This design comes from an exercise in tuning for small area, a short achievable clock period and few clock cycles on the open sky130 flow, not from production work.
Only simulation tests tie the RTL to the original design; equivalence was not proved.
Power and IR drop assume default switching activity.

$ cat design/flow/design.v
`timescale 1ns / 1ps
package lsga_pkg;
    localparam int IDX_W        = 4;
    localparam int BYTES_W      = 12;
    localparam int DEST_W       = 4;
    localparam int SERVED_W     = 24;
    localparam int OPCODE_W     = 2;
    localparam int S_TDATA_W    = 24;
    localparam int M_TDATA_W    = 24;
    localparam int MAX_SLAVES_DEF    = 14;
    localparam int ACTIVE_RESET      = 14;
    typedef enum logic [OPCODE_W-1:0] {
        OP_CLR_REQ = 2'd0,
        OP_RECORD  = 2'd1,
        OP_GRANT   = 2'd2,
        OP_CLR_ALL = 2'd3
    } t_opcode;
    typedef struct packed {
        logic                found;
        logic [SERVED_W-1:0] served;
        logic [IDX_W-1:0]    idx;      
        logic [BYTES_W-1:0]  size;
        logic [DEST_W-1:0]   dest;
    } t_cand;
    typedef struct packed {
        logic               clr_req;
        logic               clr_tot;
        logic               rec_en;
        logic               upd_en;
        logic [IDX_W-1:0]   sel;       
        logic [BYTES_W-1:0] bytes;
        logic [DEST_W-1:0]  dest;
    } t_cell_cmd;
endpackage
`timescale 1ns / 1ps
module lsga_cell #(
    parameter int CELL_ID = 0
) (
    input  logic      i_clk,
    input  logic      i_rst_n,
    input  lsga_pkg::t_cell_cmd i_cmd,
    input  logic      i_tok,
    input  lsga_pkg::t_cand     i_cand,
    output logic      o_tok,
    output lsga_pkg::t_cand     o_cand,
    output logic      o_pending
);
    logic                r_flag;
    logic [lsga_pkg::SERVED_W-1:0] r_served;
    logic [lsga_pkg::BYTES_W-1:0]  r_size;
    logic [lsga_pkg::DEST_W-1:0]   r_dest;
    logic                r_tok;
    lsga_pkg::t_cand               r_cand;
    logic                w_hit;
    logic [lsga_pkg::SERVED_W:0]   w_sum;
    logic                w_take_own;
    lsga_pkg::t_cand               w_own;
    assign w_hit = (i_cmd.sel == lsga_pkg::IDX_W'(CELL_ID));
    assign w_sum = {1'b0, r_served} + (lsga_pkg::SERVED_W + 1)'(r_size);
    always_ff @(posedge i_clk) begin
        if (!i_rst_n) begin
            r_flag   <= 1'b0;
            r_served <= '0;
        end else begin
            if (i_cmd.clr_req) begin
                r_flag <= 1'b0;
            end
            if (i_cmd.clr_tot) begin
                r_served <= '0;
            end
            if (i_cmd.rec_en && w_hit) begin
                r_flag <= 1'b1;
            end
            if (i_cmd.upd_en && w_hit) begin
                r_flag   <= 1'b0;
                r_served <= w_sum[lsga_pkg::SERVED_W] ? '1 : w_sum[lsga_pkg::SERVED_W-1:0];
            end
        end
    end
    always_ff @(posedge i_clk) begin
        if (i_cmd.rec_en && w_hit) begin
            r_size <= i_cmd.bytes;
            r_dest <= i_cmd.dest;
        end
    end
    always_comb begin
        w_own.found  = 1'b1;
        w_own.served = r_served;
        w_own.idx    = lsga_pkg::IDX_W'(CELL_ID);
        w_own.size   = r_size;
        w_own.dest   = r_dest;
    end
    assign w_take_own = r_flag && (!i_cand.found || (r_served < i_cand.served));
    always_ff @(posedge i_clk) begin
        if (!i_rst_n) begin
            r_tok <= 1'b0;
        end else begin
            r_tok <= i_tok;
        end
    end
    always_ff @(posedge i_clk) begin
        if (i_tok) begin
            r_cand <= w_take_own ? w_own : i_cand;
        end
    end
    assign o_tok     = r_tok;
    assign o_cand    = r_cand;
    assign o_pending = r_flag;
endmodule
`timescale 1ns / 1ps
module least_served_grant_arbiter_core #(
    parameter int MAX_SLAVES = lsga_pkg::MAX_SLAVES_DEF
) (
    input  logic                 i_clk,
    input  logic                 i_rst_n,
    input  logic                 i_cfg_we,
    input  logic [lsga_pkg::IDX_W-1:0]     i_cfg_wdata,       
    input  logic                 i_s_axis_tvalid,
    output logic                 o_s_axis_tready,
    input  logic [lsga_pkg::S_TDATA_W-1:0] i_s_axis_tdata,    
    input  logic [lsga_pkg::OPCODE_W-1:0]  i_s_axis_tuser,    
    output logic                 o_m_axis_tvalid,
    input  logic                 i_m_axis_tready,
    output logic [lsga_pkg::M_TDATA_W-1:0] o_m_axis_tdata     
);
    typedef enum logic [2:0] {
        ST_IDLE = 3'b001,
        ST_SCAN = 3'b010,
        ST_DONE = 3'b100
    } t_state;
    t_state             r_state, n_state;
    logic [lsga_pkg::IDX_W-1:0]   r_active;
    logic               r_out_valid;
    logic [lsga_pkg::M_TDATA_W-1:0] r_out_data, n_out_data;
    lsga_pkg::t_opcode            w_op;
    logic [lsga_pkg::IDX_W-1:0]   w_idx;
    logic [lsga_pkg::BYTES_W-1:0] w_bytes;
    logic [lsga_pkg::DEST_W-1:0]  w_dest;
    logic               w_out_free;
    logic               w_accept;
    logic               w_rec_ok;
    logic               w_bad;
    logic               w_load;
    logic               w_finish;
    lsga_pkg::t_cell_cmd          w_cmd;
    logic [MAX_SLAVES-1:0] w_tok;
    logic [MAX_SLAVES-1:0] w_pend;
    logic [MAX_SLAVES-1:0] w_pend_left;
    localparam int       CAND_W = 1 + lsga_pkg::SERVED_W + lsga_pkg::IDX_W + lsga_pkg::BYTES_W + lsga_pkg::DEST_W;
    logic [MAX_SLAVES*CAND_W-1:0] w_cand;
    lsga_pkg::t_cand                 w_cand_in0;
    lsga_pkg::t_cand                 w_win;
    assign w_op    = lsga_pkg::t_opcode'(i_s_axis_tuser);
    assign w_idx   = i_s_axis_tdata[lsga_pkg::IDX_W-1:0];
    assign w_bytes = i_s_axis_tdata[lsga_pkg::IDX_W +: lsga_pkg::BYTES_W];
    assign w_dest  = i_s_axis_tdata[lsga_pkg::IDX_W+lsga_pkg::BYTES_W +: lsga_pkg::DEST_W];
    assign w_out_free      = !r_out_valid || i_m_axis_tready;
    assign o_s_axis_tready = (r_state == ST_IDLE) && w_out_free;
    assign w_accept        = i_s_axis_tvalid && o_s_axis_tready;
    assign w_rec_ok = (w_idx != '0) && (w_idx <= r_active);
    assign w_bad    = !w_rec_ok;
    assign w_win    = w_cand[(MAX_SLAVES-1)*CAND_W +: CAND_W];
    assign w_finish = (r_state == ST_DONE) && w_out_free;
    always_comb begin
        w_cmd.clr_req = i_cfg_we;
        w_cmd.clr_tot = i_cfg_we;
        w_cmd.rec_en  = 1'b0;
        w_cmd.upd_en  = 1'b0;
        w_cmd.sel     = w_idx - lsga_pkg::IDX_W'(1);
        w_cmd.bytes   = w_bytes;
        w_cmd.dest    = w_dest;
        if (w_finish) begin
            w_cmd.upd_en = w_win.found;
            w_cmd.sel    = w_win.idx;
        end else if (w_accept) begin
            unique case (w_op)
                lsga_pkg::OP_CLR_REQ: w_cmd.clr_req = 1'b1;
                lsga_pkg::OP_CLR_ALL: begin
                    w_cmd.clr_req = 1'b1;
                    w_cmd.clr_tot = 1'b1;
                end
                lsga_pkg::OP_RECORD:  w_cmd.rec_en = w_rec_ok && (w_bytes != '0);
                lsga_pkg::OP_GRANT:   w_cmd.rec_en = 1'b0;
                default:    w_cmd.rec_en = 1'b0;
            endcase
        end
    end
    always_comb begin
        w_cand_in0        = '0;
        w_cand_in0.found  = 1'b0;
    end
    genvar gk;
    generate
        for (gk = 0; gk < MAX_SLAVES; gk++) begin : g_cell
            if (gk == 0) begin : g_first
                lsga_cell #(.CELL_ID(gk)) u_cell (
                    .i_clk     (i_clk),
                    .i_rst_n   (i_rst_n),
                    .i_cmd     (w_cmd),
                    .i_tok     (w_accept && (w_op == lsga_pkg::OP_GRANT)),
                    .i_cand    (w_cand_in0),
                    .o_tok     (w_tok[gk]),
                    .o_cand    (w_cand[gk*CAND_W +: CAND_W]),
                    .o_pending (w_pend[gk])
                );
            end else begin : g_next
                lsga_cell #(.CELL_ID(gk)) u_cell (
                    .i_clk     (i_clk),
                    .i_rst_n   (i_rst_n),
                    .i_cmd     (w_cmd),
                    .i_tok     (w_tok[gk-1]),
                    .i_cand    (w_cand[(gk-1)*CAND_W +: CAND_W]),
                    .o_tok     (w_tok[gk]),
                    .o_cand    (w_cand[gk*CAND_W +: CAND_W]),
                    .o_pending (w_pend[gk])
                );
            end
            assign w_pend_left[gk] = w_pend[gk] &&
                                     !(w_win.found && (w_win.idx == lsga_pkg::IDX_W'(gk)));
        end
    endgenerate
    always_comb begin
        n_state = r_state;
        unique case (r_state)
            ST_IDLE: if (w_accept && (w_op == lsga_pkg::OP_GRANT)) n_state = ST_SCAN;
            ST_SCAN: if (w_tok[MAX_SLAVES-1]) n_state = ST_DONE;
            ST_DONE: if (w_out_free) n_state = ST_IDLE;
            default: n_state = ST_IDLE;
        endcase
    end
    always_comb begin
        n_out_data = '0;
        w_load     = 1'b0;
        if (w_finish) begin
            w_load = 1'b1;
            if (w_win.found) begin
                n_out_data[0]     = 1'b1;
                n_out_data[4:1]   = w_win.idx + lsga_pkg::IDX_W'(1);
                n_out_data[16:5]  = w_win.size;
                n_out_data[20:17] = w_win.dest;
            end
            n_out_data[21] = |w_pend_left;
        end else if (w_accept) begin
            unique case (w_op)
                lsga_pkg::OP_CLR_REQ, lsga_pkg::OP_CLR_ALL: begin
                    w_load         = 1'b1;
                    n_out_data[21] = 1'b0;
                end
                lsga_pkg::OP_RECORD: begin
                    w_load         = 1'b1;
                    n_out_data[21] = (|w_pend) || (w_rec_ok && (w_bytes != '0));
                    n_out_data[22] = w_bad;
                end
                lsga_pkg::OP_GRANT:  w_load = 1'b0;
                default:   w_load = 1'b0;
            endcase
        end
    end
    always_ff @(posedge i_clk) begin
        if (!i_rst_n) begin
            r_state     <= ST_IDLE;
            r_out_valid <= 1'b0;
            r_active    <= (MAX_SLAVES < lsga_pkg::ACTIVE_RESET) ? lsga_pkg::IDX_W'(MAX_SLAVES)
                                                       : lsga_pkg::IDX_W'(lsga_pkg::ACTIVE_RESET);
        end else begin
            r_state <= n_state;
            if (w_load) begin
                r_out_valid <= 1'b1;
            end else if (i_m_axis_tready) begin
                r_out_valid <= 1'b0;
            end
            if (i_cfg_we) begin
                r_active <= (i_cfg_wdata > lsga_pkg::IDX_W'(MAX_SLAVES)) ? lsga_pkg::IDX_W'(MAX_SLAVES)
                                                               : i_cfg_wdata;
            end
        end
    end
    always_ff @(posedge i_clk) begin
        if (w_load) begin
            r_out_data <= n_out_data;
        end
    end
    assign o_m_axis_tvalid = r_out_valid;
    assign o_m_axis_tdata  = r_out_data;
endmodule
$ cat design/flow/run.sh
#!/bin/bash
# synth_recipe.tcl (not shown) runs the flow's synth.tcl, then flattens the netlist and writes it again
# the make line also repeats each setting of config.mk as NAME=value (left out here)
make -C /OpenROAD-flow-scripts/flow DESIGN_CONFIG=/design/flow/config.mk WORK_HOME=/design/flow/orfs CLKGATE_MAP_FILE= SYNTH_SCRIPT=/design/flow/synth_recipe.tcl finish
$ cat design/flow/config.mk
export PLATFORM = sky130hd
export DESIGN_NAME = least_served_grant_arbiter_core
export DESIGN_NICKNAME = least_served_grant_arbiter_core
export VERILOG_FILES = /design/flow/design.v
export SDC_FILE = /design/flow/constraint.sdc
export NUM_CORES = 4
export LEC_CHECK = 0
export CAP_MARGIN = 20
export CORE_MARGIN = 2
export CORE_UTILIZATION = 45
export SLEW_MARGIN = 20
$ cat design/flow/constraint.sdc
create_clock -name core_clock -period 5.0 [get_ports {i_clk}]
set_input_delay 1.0000 -clock core_clock [delete_from_list [all_inputs] [get_ports {i_clk}]]
set_output_delay 1.0000 -clock core_clock [all_outputs]
set_load 0.01 [all_outputs]
==> reports/qor.txt <==
Synth Area per Inst: 11.3 um^2
setup TNS: 0 ps
post-synthesis sequential area ratio: 0.512
grt ovf: 0
Setup violations, final: 0
Hold WC Path Type: reg2reg
Worst-Margin Slew: 1150 ps
CTS tree: yes
I/O pin cnt: 61
nature of the critical path endpoint: register
Min-Delay Path Depth: 0
Post-synth EDFFs: 838
relative slew slack: 0.235
run status: no timing/DRC/antenna violations
PD cells: 297 mW/mm^2
Post-CTS Hold Fix Bufs: 0
Buffers & Inverters on Critical Path: 0
Area Overhead vs Synth: 12.1%
Final HPWL DP: 127,000 um
critical path class: reg2reg
CTS buffer count: 137
Initial Utilization: 0.452
post-CTS setup buffer count: 0
WHS Endpoint: g_cell[6].g_next.u_cell.r_cand[41]$_DFFE_PP_
Crit-path slowest cell: o41ai_1
Final nets: 6,286
placer congestion estimate: 0.892
Final Max Tran Viols: 0
worst r2r path cells: 10
reg2reg end: g_cell[4].g_next.u_cell.r_served[6]$_SDFFE_PN0P_
via/cell ratio: 5.78
CP Cell Sequence: ha_1 -> fa_1 -> a211oi_1 -> o21bai_1 -> o41ai_1 -> o21ai_0 -> nand2_1 -> nor2_1 -> nor2_1 -> a211oi_1
Post-Syn Area: 0.0637 mm^2
Clock Sinks: 1,210
Core Area: 0.141 mm^2
FF+latch count, synth: 1,210
RSZ-0062 raised after global routing: false
Die ar.: 0.145 mm^2
row cnt: 138
port bufs: 55
largest net degree at the start of global routing: 88
Post-synth ARST share: 0
Sw Pwr: 4.51 mW
gr usage total: 0.238
root buf cell: clkbuf_16
design area: 0.0714 mm^2
Final Skew: 31.6 ps
final design utilization: 0.506
CP required: 5610 ps
Synth cell types: 91
chip height: 380 um
DR iter-0 viols: 4,074
peak fanout along the critical path: 10
vias: 44.8k
DR WL/cell: 22.4 um
min Tclk post-route: 3930 ps
Tcrit/Tclk final: 0.786
H-tree levels: 4
endpoints failing hold: 0
Post-CTS Resized: 0
vias in the first global route: 43.6k
power share of the combinational group: 0.023
Antenna Nets Post-Route: 0
Internal Power: 16.7 mW
switching share of power: 0.213
cells after synthesis: 5,645
WL final: 174,000 um
post-synthesis net count: 6,174
Seq pwr share: 0.504
number of antenna violations at the first check in global routing: 13
total power: 21.2 mW
fmax: 254 MHz
share of layout cells above drive strength 1: 0.151
Die Wd: 380 um
DRC viols: 0
Max clock buf depth: 3
crit path launch type: register
post-route setup slack: 1070 ps
Synth Warn #: 15
reg-to-reg setup timing slack: 1070 ps
leak pwr: 28.0 nW
R2R Path Start: g_cell[4].g_next.u_cell.r_size[0]$_DFFE_PP_
maxcap violations: 0
Pre-antenna DRT Iters: 7
crit path from: g_cell[4].g_next.u_cell.r_size[0]$_DFFE_PP_
most used flip-flop cell after synthesis: edfxtp_1
Clk pin slew, worst setup/hold paths: 60 ps
first-pass GRT wire length: 265,000 um
delay of the slowest critical-path stage: 590 ps
dpl cell area: 0.0669 mm^2
Clk pwr share: 0.473
clock latency (worst-skew pair): 770 ps
DP Worst Slack: 661 ps
WP data arrival: 4540 ps
VDD IR-drop max: 249 uV
crit-path leading delay family: compound AO/OA/AOI/OAI gates
Hold Crit Start: g_cell[5].g_next.u_cell.r_tok$_SDFF_PN0_
==> registers in the layout, indices dropped and copies added (netlist names), 12 cells and up <==
register	count
g_cell.g_next.u_cell.r_cand	550
g_cell.g_next.u_cell.r_served	312
g_cell.g_next.u_cell.r_size	156
g_cell.g_next.u_cell.r_dest	52
g_cell.g_first.u_cell.r_cand	41
g_cell.g_first.u_cell.r_served	24
o_m_axis_tdata	23
g_cell.g_next.u_cell.r_flag	13
g_cell.g_next.u_cell.r_tok	13
g_cell.g_first.u_cell.r_size	12
==> kinds of logic (layout without fill, tap and decap cells) <==
| logic type | count (synthesis) | after routing | synth area share |
|---|---|---|---|
| and+or+nand+nor | 1307 | 1307 | 0.105 |
| adders and majority gates | 494 | 494 | 0.0987 |
| xor gates and xnor gates | 138 | 138 | 0.0190 |
| buffers and inverters | 587 | 811 | 0.0359 |
| AOI/OAI and AO/OA | 1399 | 1399 | 0.140 |
| DFF | 1210 | 1210 | 0.512 |
| other | 1 | 4 | 0.0000589 |
| muxes | 509 | 509 | 0.0892 |
==> cell usage after synthesis (all sizes together) (19+ instances only) <==
cell,count,area [um^2]
o211ai,29,233
nand2b,55,344
o21ai,309,1550
o31ai,20,155
xnor2,70,613
or3,19,119
nand4,82,513
or2,38,238
nor2b,42,263
mux2i,42,420
nor2,267,1010
nand2,266,998
and3,73,457
a31oi,58,363
a21oi,424,2120
a311oi,85,744
edfxtp,838,25200
a211oi,77,583
o21a,35,263
nand3,143,721
dfxtp,372,7450
ha,480,6010
clkbuf,125,469
mux2,467,5260
nor3,167,881
nor4,26,205
inv,391,1470
xor2,68,596
buf,71,353
and2,81,507
a21o,167,1250
==> worst max path at each step <==
| stage | endpoint | slack, ps | cells after the start |
|---|---|---|---|
| after floorplan | o_m_axis_tdata[0]$_SDFFCE_PN0P_ | 1220 | 4 |
| after global placement | g_cell[1].g_next.u_cell.r_served[15]$_SDFFE_PN0P_ | 680 | 8 |
| after detailed placement | g_cell[1].g_next.u_cell.r_served[15]$_SDFFE_PN0P_ | 660 | 8 |
| after CTS | g_cell[4].g_next.u_cell.r_served[6]$_SDFFE_PN0P_ | 1150 | 10 |
| after global routing | g_cell[4].g_next.u_cell.r_served[11]$_SDFFE_PN0P_ | 840 | 10 |
| final | g_cell[4].g_next.u_cell.r_served[6]$_SDFFE_PN0P_ | 1070 | 10 |
==> layout by cell type (no fill, tap or decap), drive strengths merged, types with 15 or more instances in the layout <==
master,netlist,layout
o22ai,17,17
xor2,68,68
edfxtp,838,838
a41oi,15,15
and3,73,73
o21ai,309,309
o31ai,20,20
nor2b,42,42
ha,480,480
nand2b,55,55
dfxtp,372,372
nor4,26,26
nand3,143,143
o21a,35,35
a21o,167,167
a311oi,85,85
clkinv,0,42
o21bai,18,18
a21oi,424,424
o211ai,29,29
or3,19,19
mux2i,42,42
a22o,15,15
inv,391,395
nand2,266,266
nor2,267,267
xnor2,70,70
a211oi,77,77
a31oi,58,58
and2,81,81
nor3,167,167
nand4,82,82
clkdlybuf4s50,0,54
or2,38,38
clkbuf,125,191
buf,71,115
mux2,467,467
==> power groups by stage <==
stage,clock network [mW],logic (mW),registers [mW]
floorplan,0,0.198,10.9
global placement,0,0.482,10.9
detailed placement,0,0.484,10.9
CTS,10.2,0.487,10.7
global route,10.6,0.513,10.7
finish,10.0,0.487,10.7
==> metal layers <==
| layer | GRT usage | vias up | wire length [um] |
|---|---|---|---|
| met3 | 0.0279 | 310 | 9130 |
| met2 | 0.394 | 1271 | 82800 |
| li1 | - | 21500 | - |
| met5 | 0 | - | 13 |
| met1 | 0.315 | 21800 | 74600 |
| met4 | 0.106 | 2 | 7700 |
==> worst reg2reg max path, stage by stage (launching register included) <==
cell and delay, ps:
edfxtp_1 420, ha_1 280, fa_1 460, a211oi_1 340
o21bai_1 150, o41ai_1 590, o21ai_0 310, nand2_1 290
nor2_1 210, nor2_1 550, a211oi_1 180
==> final cells by class <==
class / count / area (um^2)
fillers: 12500 / 69700
flip-flops and latches: 1210 / 32600
multi-input cells: 3848 / 29000
clock buffers: 191 / 3810
well taps: 1890 / 2360
repair buffers: 169 / 1530
inverters: 391 / 1480
clock inverters: 60 / 626
diodes: 3 / 7.51
==> per-stage QoR <==
stage	hold slack (ps)	std cells
6_report	448	7762
5_1_grt	459	7759
4_1_cts	451	7757
3_5_place_dp	437	7506
3_3_place_gp	426	7506
2_1_floorplan	439	5645
Testbench counts, summed over its fixed seeds: cycles 80,753.

-- afterwards: timing with drivers on the ports --
How much do the figures lean on ideal ports? The routed layout below was timed once more, with nothing changed but the port constraints. Step 1, drivers: a clkbuf_16 drives i_clk and a buf_2 each remaining input, both assumed. Step 2 also shifts input and output timing later by t, the mid clock arrival at the registers, as if the neighbouring blocks saw the same clock. Three values: ideal, step 1, step 2; two values: the first two.
t (ns): 0.833
setup slack, ns: 1.070 / 1.070 / 0.624
latest minus earliest clock arrival (ns): 0.037 / 0.037
slew at the worst register clock pin (ns): 0.06 / 0.06
worst data-port slew with drivers (ns): 0.15
After both steps this run still meets setup and hold. The setup slack of this run moves by 0.000 ns with the drivers and by -0.446 ns with both steps.
